Source: an optimization exercise on an open RTL-to-GDS flow (aim: small area, a short achievable clock period and few clock cycles). Production flows keep margins and buffers that such runs may drop.
RTL that was checked went through simulation tests only; none was proved equivalent to the original.

== run 4 ==
==> flow/design.v (excerpt) <==
module invoice_amount_parser #(
	parameter int MAX_DIGITS = MAX_DIGITS_DEF
) (
	input  logic               clk,
	input  logic               arst_n,
	input  logic               in_valid,
	output logic               in_stall,
	input  logic [CHAR_W-1:0]  character,
	input  logic               last_char,
	output logic               out_valid,
	input  logic               out_stall,
	output logic [1:0]         status,
	output logic [SAT_W-1:0]   satoshis,
	output logic [FLASH_W-1:0] flash_count
);
clock: 9.0 ns
lec_check: 0
abc_clock_period_in_ps: 3000
cap_margin: 20
core_margin: 2
core_utilization: 60
setup_slack_margin: 5
slew_margin: 20
run.sh (not shown) runs the stock make flow with config.mk's settings and CLKGATE_MAP_FILE= SYNTH_SCRIPT=/design/flow/synth_recipe.tcl, a recipe that flattens the netlist after the stock synthesis.
--- input diff run 4..run 5 ---
--- a/flow/design.v
+++ b/flow/design.v
@@ -84,14 +84,17 @@
 	logic [1:0]  uk_q;        
 	logic        ug_q;        
 	logic [15:0] l_q;
 	logic        accj_q;      
 	logic        ended_q;     
 	logic        loaded_q;    
 	logic        stall_q;
+	logic [1:0]  std_q;       
+	logic [2:0]  kd_q;        
+	logic [2:0]  occ_q;       
 	logic        g_q;         
 	logic        dz_q;        
 	logic [56:0] acc_q;
 	logic [2:0]  k_q;         
 	logic [2:0]  z_q;         
 	logic        active_q;
 	logic        eended_q;
@@ -174,18 +177,19 @@
 			end else begin
 				sig_q <= sig_b;
 			end
 		end
 	end
 	logic       shift;
 	logic [2:0] wpos;
-	logic [2:0] k_cur;
-	assign k_cur = load ? k_ld : (active_q ? k_q : 3'd0);
 	assign shift = epop || pop;
-	assign wpos  = (cnt_b >= 4'd4) ? 3'd3 : k_cur + cnt_b[2:0] - {2'd0, epop};
+	logic [2:0] occ_cur, occ_n;
+	assign occ_cur = load ? kd_q : occ_q;
+	assign wpos    = (occ_cur == 3'd4) ? 3'd3 : occ_cur - {2'd0, epop};
+	assign occ_n   = occ_cur - {2'd0, epop} + {2'd0, take && !pop};
 	always_ff @(posedge clk) begin
 		for (int i = 0; i < 4; i++) begin
 			if (take && wpos == 3'(i)) begin
 				l_q[15-4*i -: 4] <= character[3:0];
 			end else if (shift) begin
 				l_q[15-4*i -: 4] <= (i == 3) ? 4'd0 : l_q[11-4*i -: 4];
 			end
@@ -205,17 +209,17 @@
 		logic [2:0] c;
 		c = (cnt >= 4'd4) ? 3'd4 : cnt[2:0];
 		if (!ok)            f_pops = 3'd0;
 		else if (uk == U_N) f_pops = c - 3'd1;
 		else if (uk == U_P) f_pops = 3'd0;
 		else                f_pops = c;
 	endfunction
-	assign st_ld = f_status(ph_q, cnt_q, ug_q);
-	assign ok_ld = (st_ld == ST_OK);
-	assign k_ld  = f_pops(ok_ld, uk_q, cnt_q);
+	assign st_ld = std_q;
+	assign ok_ld = (std_q == ST_OK);
+	assign k_ld  = kd_q;
 	always_comb begin
 		z_ld  = 3'd0;
 		fl_ld = 5'd1;
 		if (ok_ld) begin
 			unique case (uk_q)
 				U_M: begin z_ld = 3'd5; if (sig_q != 4'd0) fl_ld = {1'b0, sig_q} + 5'd5; end
 				U_U: begin z_ld = 3'd2; if (sig_q != 4'd0) fl_ld = {1'b0, sig_q} + 5'd2; end
@@ -254,31 +258,37 @@
 	end
 	logic [56:0] h_a, h_s;
 	logic [3:0]  h_d;
 	logic step_x, pending_x, ok_x, g_x, dz_x;
 	logic [2:0] kld_x;
 	assign step_x    = active_n && ((k_n != 3'd0) || (z_n != 3'd0));
 	assign pending_x = (ended_n || (ph_x == PH_DONE)) && !loaded_n;
-	assign ok_x      = (f_status(ph_x, cnt_n, ug_x) == ST_OK);
+	logic [1:0] st_x;
+	assign st_x      = f_status(ph_x, cnt_n, ug_x);
+	assign ok_x      = (st_x == ST_OK);
 	assign kld_x     = f_pops(ok_x, uk_x, cnt_n);
 	assign g_x       = step_x || (pending_x ? (ok_x && accj_x) : accj_x);
 	assign dz_x      = step_x ? (k_n == 3'd0) : (pending_x && (kld_x == 3'd0));
 	assign h_a = g_q ? acc_q : 57'd0;
 	assign h_d = dz_q ? 4'd0 : l_q[15:12];
 	iap_mul10_add #(.W(57)) u_h (.a(h_a), .d(h_d), .s(h_s));
 	always_ff @(posedge clk or negedge arst_n) begin
 		if (!arst_n) begin
 			g_q  <= 1'b0;
 			dz_q <= 1'b0;
+			occ_q <= 3'd0;
 		end else begin
 			g_q  <= g_x;
 			dz_q <= dz_x;
+			occ_q <= occ_n;
 		end
 	end
 	always_ff @(posedge clk) begin
+		std_q    <= st_x;
+		kd_q     <= kld_x;
 		eended_q <= eended_n;
 		k_q      <= k_n;
 		z_q      <= z_n;
 		if (load) begin
 			st_q  <= st_ld;
 			fl_q  <= fl_ld;
 		end
Run 5 completed every stage of the flow, and the final layout passed the timing, DRC and antenna checks.
The higher post-synthesis simple-gate area fraction came out of run 4.
Post-synthesis instance area: run 5 higher than run 4
Looking at met2 wirelength from detailed routing, run 5 sits 1.5% below run 4.
| fraction of layout instances using a drive strength above 1 | higher: run 4 |
Against run 4, wire length in run 5 fell by a few percent.
Total length of routed met3 wires in run 5 vs run 4: down 120 um
Run 5 vs run 4 — final critical-path required period dropped 22 ps.
Testbench counts of run 5, summed over its fixed seeds: cycles 33,205.
The RTL of run 4 was laid out without a check of its function.


Another version of the RTL of invoice_amount_parser (not shown whole).
Size: ~79 I/O pins, roughly 8500 µm² of cells after synthesis.
Settings: LEC_CHECK=0, CAP_MARGIN=20, CORE_MARGIN=2, CORE_UTILIZATION=60, CTS_BUF_LIST=sky130_fd_sc_hd__clkbuf_4 sky130_fd_sc_hd__clkbuf_8, SLEW_MARGIN=20; clock period 9.0 ns.
standard.sh (not shown) runs the stock make flow with config.mk's settings and CLKGATE_MAP_FILE= SYNTH_SCRIPT=/design/flow/synth_recipe.tcl, a recipe that flattens the netlist after the stock synthesis.
==> flow/flow/run.sh <==
#!/bin/bash
set -euo pipefail
M=5.6
bash standard.sh "SETUP_SLACK_MARGIN=$M" \
  "BUFFER_PORTS_ARGS=-buffer_cell sky130_fd_sc_hd__buf_1" \
  "CTS_ARGS=-sink_clustering_enable -repair_clock_nets -dont_use_dummy_load -buf_list {sky130_fd_sc_hd__clkbuf_4 sky130_fd_sc_hd__clkbuf_8}" \
  finish > make_finish.log 2>&1
Testbench counts at the start, summed over its fixed seeds: cycles 33,131.
Next try:
--- a/flow/design.v
+++ b/flow/design.v
@@ -86,15 +86,16 @@
 	logic [15:0] l_q;
 	logic        accj_q;      
 	logic        ended_q;     
 	logic        loaded_q;    
 	logic        stall_q;
 	logic [1:0]  std_q;       
 	logic [2:0]  kd_q;        
-	logic [2:0]  occ_q;       
+	logic [4:0]  oh_q;        
+	logic [4:0]  kdh_q;       
 	logic        g_q;         
 	logic        dz_q;        
 	logic [56:0] acc_q;
 	logic [2:0]  k_q;         
 	logic [2:0]  z_q;         
 	logic        active_q;
 	logic        eended_q;
@@ -185,23 +186,29 @@
 				sig_q <= (sig_b == 4'd0) ? {3'd0, ir_d != 4'd0} : sig_b + 4'd1;
 			end else begin
 				sig_q <= sig_b;
 			end
 		end
 	end
 	logic       shift;
-	logic [2:0] wpos;
+	logic [3:0] wsel;
 	assign shift = epop || pop;
-	logic [2:0] occ_cur, occ_n;
-	assign occ_cur = load ? kd_q : occ_q;
-	assign wpos    = (occ_cur == 3'd4) ? 3'd3 : occ_cur - {2'd0, epop};
-	assign occ_n   = occ_cur - {2'd0, epop} + {2'd0, take && !pop};
+	logic [4:0] ohc, oh_n;
+	assign ohc  = load ? kdh_q : oh_q;
+	assign wsel = epop ? ohc[4:1] : {ohc[4] | ohc[3], ohc[2:0]};
+	always_comb begin
+		unique case ({epop, take && !pop})
+			2'b10:   oh_n = {1'b0, ohc[4:1]};
+			2'b01:   oh_n = {ohc[3:0], 1'b0};
+			default: oh_n = ohc;
+		endcase
+	end
 	always_ff @(posedge clk) begin
 		for (int i = 0; i < 4; i++) begin
-			if (take && wpos == 3'(i)) begin
+			if (take && wsel[i]) begin
 				l_q[15-4*i -: 4] <= ir_d;
 			end else if (shift) begin
 				l_q[15-4*i -: 4] <= (i == 3) ? 4'd0 : l_q[11-4*i -: 4];
 			end
 		end
 	end
 	logic [1:0] st_ld;
@@ -306,26 +313,27 @@
 	assign g_x       = step_x || (pending_x ? (ok_x && accj_x) : accj_x);
 	assign dz_x      = step_x ? kz_n : (pending_x && (kld_x == 3'd0));
 	assign h_a = acc_q;
 	assign h_d = dz_q ? 4'd0 : l_q[15:12];
 	iap_mul10_add #(.W(57)) u_h (.a(h_a), .d(h_d), .s(h_s));
 	always_ff @(posedge clk or negedge arst_n) begin
 		if (!arst_n) begin
-			occ_q <= 3'd0;
+			oh_q  <= 5'b00001;
 		end else begin
-			occ_q <= occ_n;
+			oh_q  <= oh_n;
 		end
 	end
 	always_ff @(posedge clk) begin
 		g_q  <= g_x;
 		dz_q <= dz_x;
 	end
 	always_ff @(posedge clk) begin
 		std_q    <= st_x;
 		kd_q     <= kld_x;
+		kdh_q    <= 5'b00001 << kld_x;
 		eended_q <= eended_n;
 		k_q      <= k_n;
 		z_q      <= z_n;
 		if (load) begin
 			st_q  <= st_ld;
 			fl_q  <= fl_ld;
 		end
After rerunning: The new run finished clean. Critical path depth climbs by 2. Utilization is lower by 0.36 points. Worst setup slack improves by 0.049 ns. Die area rose by 7.6%. Wire length rises by 9.2%. Final area rose by 8.1%. Register-to-register slack gets better by 0.05 ns. Worst hold slack improves by 0.029 ns.
For the second run of this note, only the layout was checked, not whether the RTL still works.


Setup of T:
invoice_amount_parser, a different RTL version from the one above (not shown whole).
Size: ~790 cells after synthesis, roughly 79 I/O pins, about 0.0082 mm2 of cells after synthesis.
==> flow/config.mk <==
export PLATFORM = sky130hd
export DESIGN_NAME = invoice_amount_parser
export DESIGN_NICKNAME = invoice_amount_parser
export VERILOG_FILES = /design/flow/design.v
export SDC_FILE = /design/flow/constraint.sdc
export NUM_CORES = 4
export LEC_CHECK = 0
export CAP_MARGIN = 20
export CORE_MARGIN = 2
export CORE_UTILIZATION = 60
export CTS_BUF_LIST = sky130_fd_sc_hd__clkbuf_4 sky130_fd_sc_hd__clkbuf_8
export SLEW_MARGIN = 20
==> flow/constraint.sdc <==
create_clock -name core_clock -period 9.0 [get_ports {clk}]
set_input_delay 1.8000 -clock core_clock [delete_from_list [all_inputs] [get_ports {clk}]]
set_output_delay 1.8000 -clock core_clock [all_outputs]
set_load 0.01 [all_outputs]
Scripts as last shown in full above: flow/flow/run.sh
Testbench counts of T, summed over its fixed seeds: cycles 33,131.
diff inputs: T => R
--- a/flow/design.v
+++ b/flow/design.v
@@ -81,13 +81,12 @@
 	logic [1:0]  ph_q;
 	logic [3:0]  cnt_q;       
 	logic [3:0]  sig_q;       
 	logic [1:0]  uk_q;        
 	logic        ug_q;        
 	logic [15:0] l_q;
-	logic        accj_q;      
 	logic        ended_q;     
 	logic        loaded_q;    
 	logic        stall_q;
 	logic [1:0]  std_q;       
 	logic [2:0]  kd_q;        
 	logic [2:0]  occ_q;       
@@ -153,32 +152,36 @@
 			default: ph_n = PH_DONE;
 		endcase
 	end
 	assign ended_n  = proc ? ir_last : ended_q;
 	assign loaded_n = (proc && fresh) ? 1'b0 : (loaded_q || load);
 	assign cnt_n    = proc ? (take ? cnt_b + 4'd1 : (ovf_set ? 4'd13 : cnt_b)) : cnt_q;
+	logic ne_q, nl_q;
+	assign ended_q  = !ne_q;
+	assign loaded_q = !nl_q;
 	always_ff @(posedge clk or negedge arst_n) begin
 		if (!arst_n) begin
-			ended_q  <= 1'b1;
-			loaded_q <= 1'b1;
+			ne_q <= 1'b0;
+			nl_q <= 1'b0;
 		end else begin
-			ended_q  <= ended_n;
-			loaded_q <= loaded_n;
+			ne_q <= !ended_n;
+			nl_q <= !loaded_n;
 		end
 	end
 	logic [1:0] ph_x, uk_x;
 	logic       ug_x, accj_x;
 	assign ph_x   = proc ? ph_n : ph_q;
 	assign ug_x   = proc ? (unit_hit ? ir_mnup : ug_b) : ug_q;
 	assign uk_x   = unit_hit ? ir_kind : uk_q;
-	assign accj_x = proc ? ((fresh ? 1'b0 : accj_q) || pop) : accj_q;
+	logic accj_q;
+	assign accj_q = (cnt_q >= 4'd5);
+	assign accj_x = (cnt_n >= 4'd5);
 	always_ff @(posedge clk) begin
 		ph_q   <= ph_x;
 		ug_q   <= ug_x;
 		cnt_q  <= cnt_n;
-		accj_q <= accj_x;
 		uk_q   <= uk_x;
 		if (proc) begin
 			if (take) begin
 				sig_q <= (sig_b == 4'd0) ? {3'd0, ir_d != 4'd0} : sig_b + 4'd1;
 			end else begin
 				sig_q <= sig_b;
- When the final numbers for T and R were put side by side, the non-clock buffer count turned out to be greater in T.
- Compare T and R | proportion of layout cells with a drive suffix above 1 lower: R
- Between R and T, it is R whose signed area change from the synthesized netlist to the final layout is lower, by 0.35 points.
- Max number of iterations in the first detailed-routing pass across T and R: R
- Cells: R has more instances than T
- R vs. T: wire length of the first global-routing pass went up 7.3%; number of enable flip-flop cells after synthesis held.
- Compared with T, R shows a lower starting density of the core.
- R vs T: die boundary height up
- On R: logic depth of the worst setup path including buffers is 2 lower than what T gave.
- Summary of R over T: final layout net count has increased, worst hold slack across all endpoints fell by 17 ps.
- R vs T, launch point of the critical path: acc_q[21] vs l_q[15]
Only the layout flow was run in R; the RTL was not checked for function there.

==> afterwards: timing with drivers on the ports <==
How much do the figures lean on ideal ports? The routed layouts below were timed once more, with nothing changed but the port constraints.
Step 1 (the two cells are an assumption about what drives the block):
set clk [get_ports {clk}]
set_driving_cell -lib_cell sky130_fd_sc_hd__clkbuf_16 $clk
set_driving_cell -lib_cell sky130_fd_sc_hd__buf_2 [delete_from_list [all_inputs] $clk]
Step 2 adds t to the input delays and takes it off the output delays; t is the mean of the earliest and latest rising clock arrival at the registers after step 1. Input paths then give back, and output paths get back, about the clock's delay inside the block.
Slacks: ideal / step 1 / step 2; pairs: ideal / step 1.
run	shift t [ns]	slack for setup (ns)	worst hold slack (ns)	pins driven straight from the clock port
run 4	0.398	5.085 / 5.096 / 4.708	0.548 / 0.548 / 0.548	1
run 5	0.451	5.107 / 5.125 / 4.674	0.484 / 0.484 / 0.484	1
the first run of note 2	0.454	5.702 / 5.702 / 5.702	0.474 / 0.474 / 0.474	1
the second run of note 2	0.469	5.752 / 5.752 / 5.752	0.503 / 0.503 / 0.503	1
T	0.465	5.759 / 5.759 / 5.750	0.469 / 0.469 / 0.469	1
R	0.471	5.677 / 5.677 / 5.472	0.451 / 0.451 / 0.451	1
After both steps setup and hold are still met in every run listed. For run 5, which loses most, drivers alone change the setup slack by +0.018 ns; drivers and shift together by -0.433 ns.
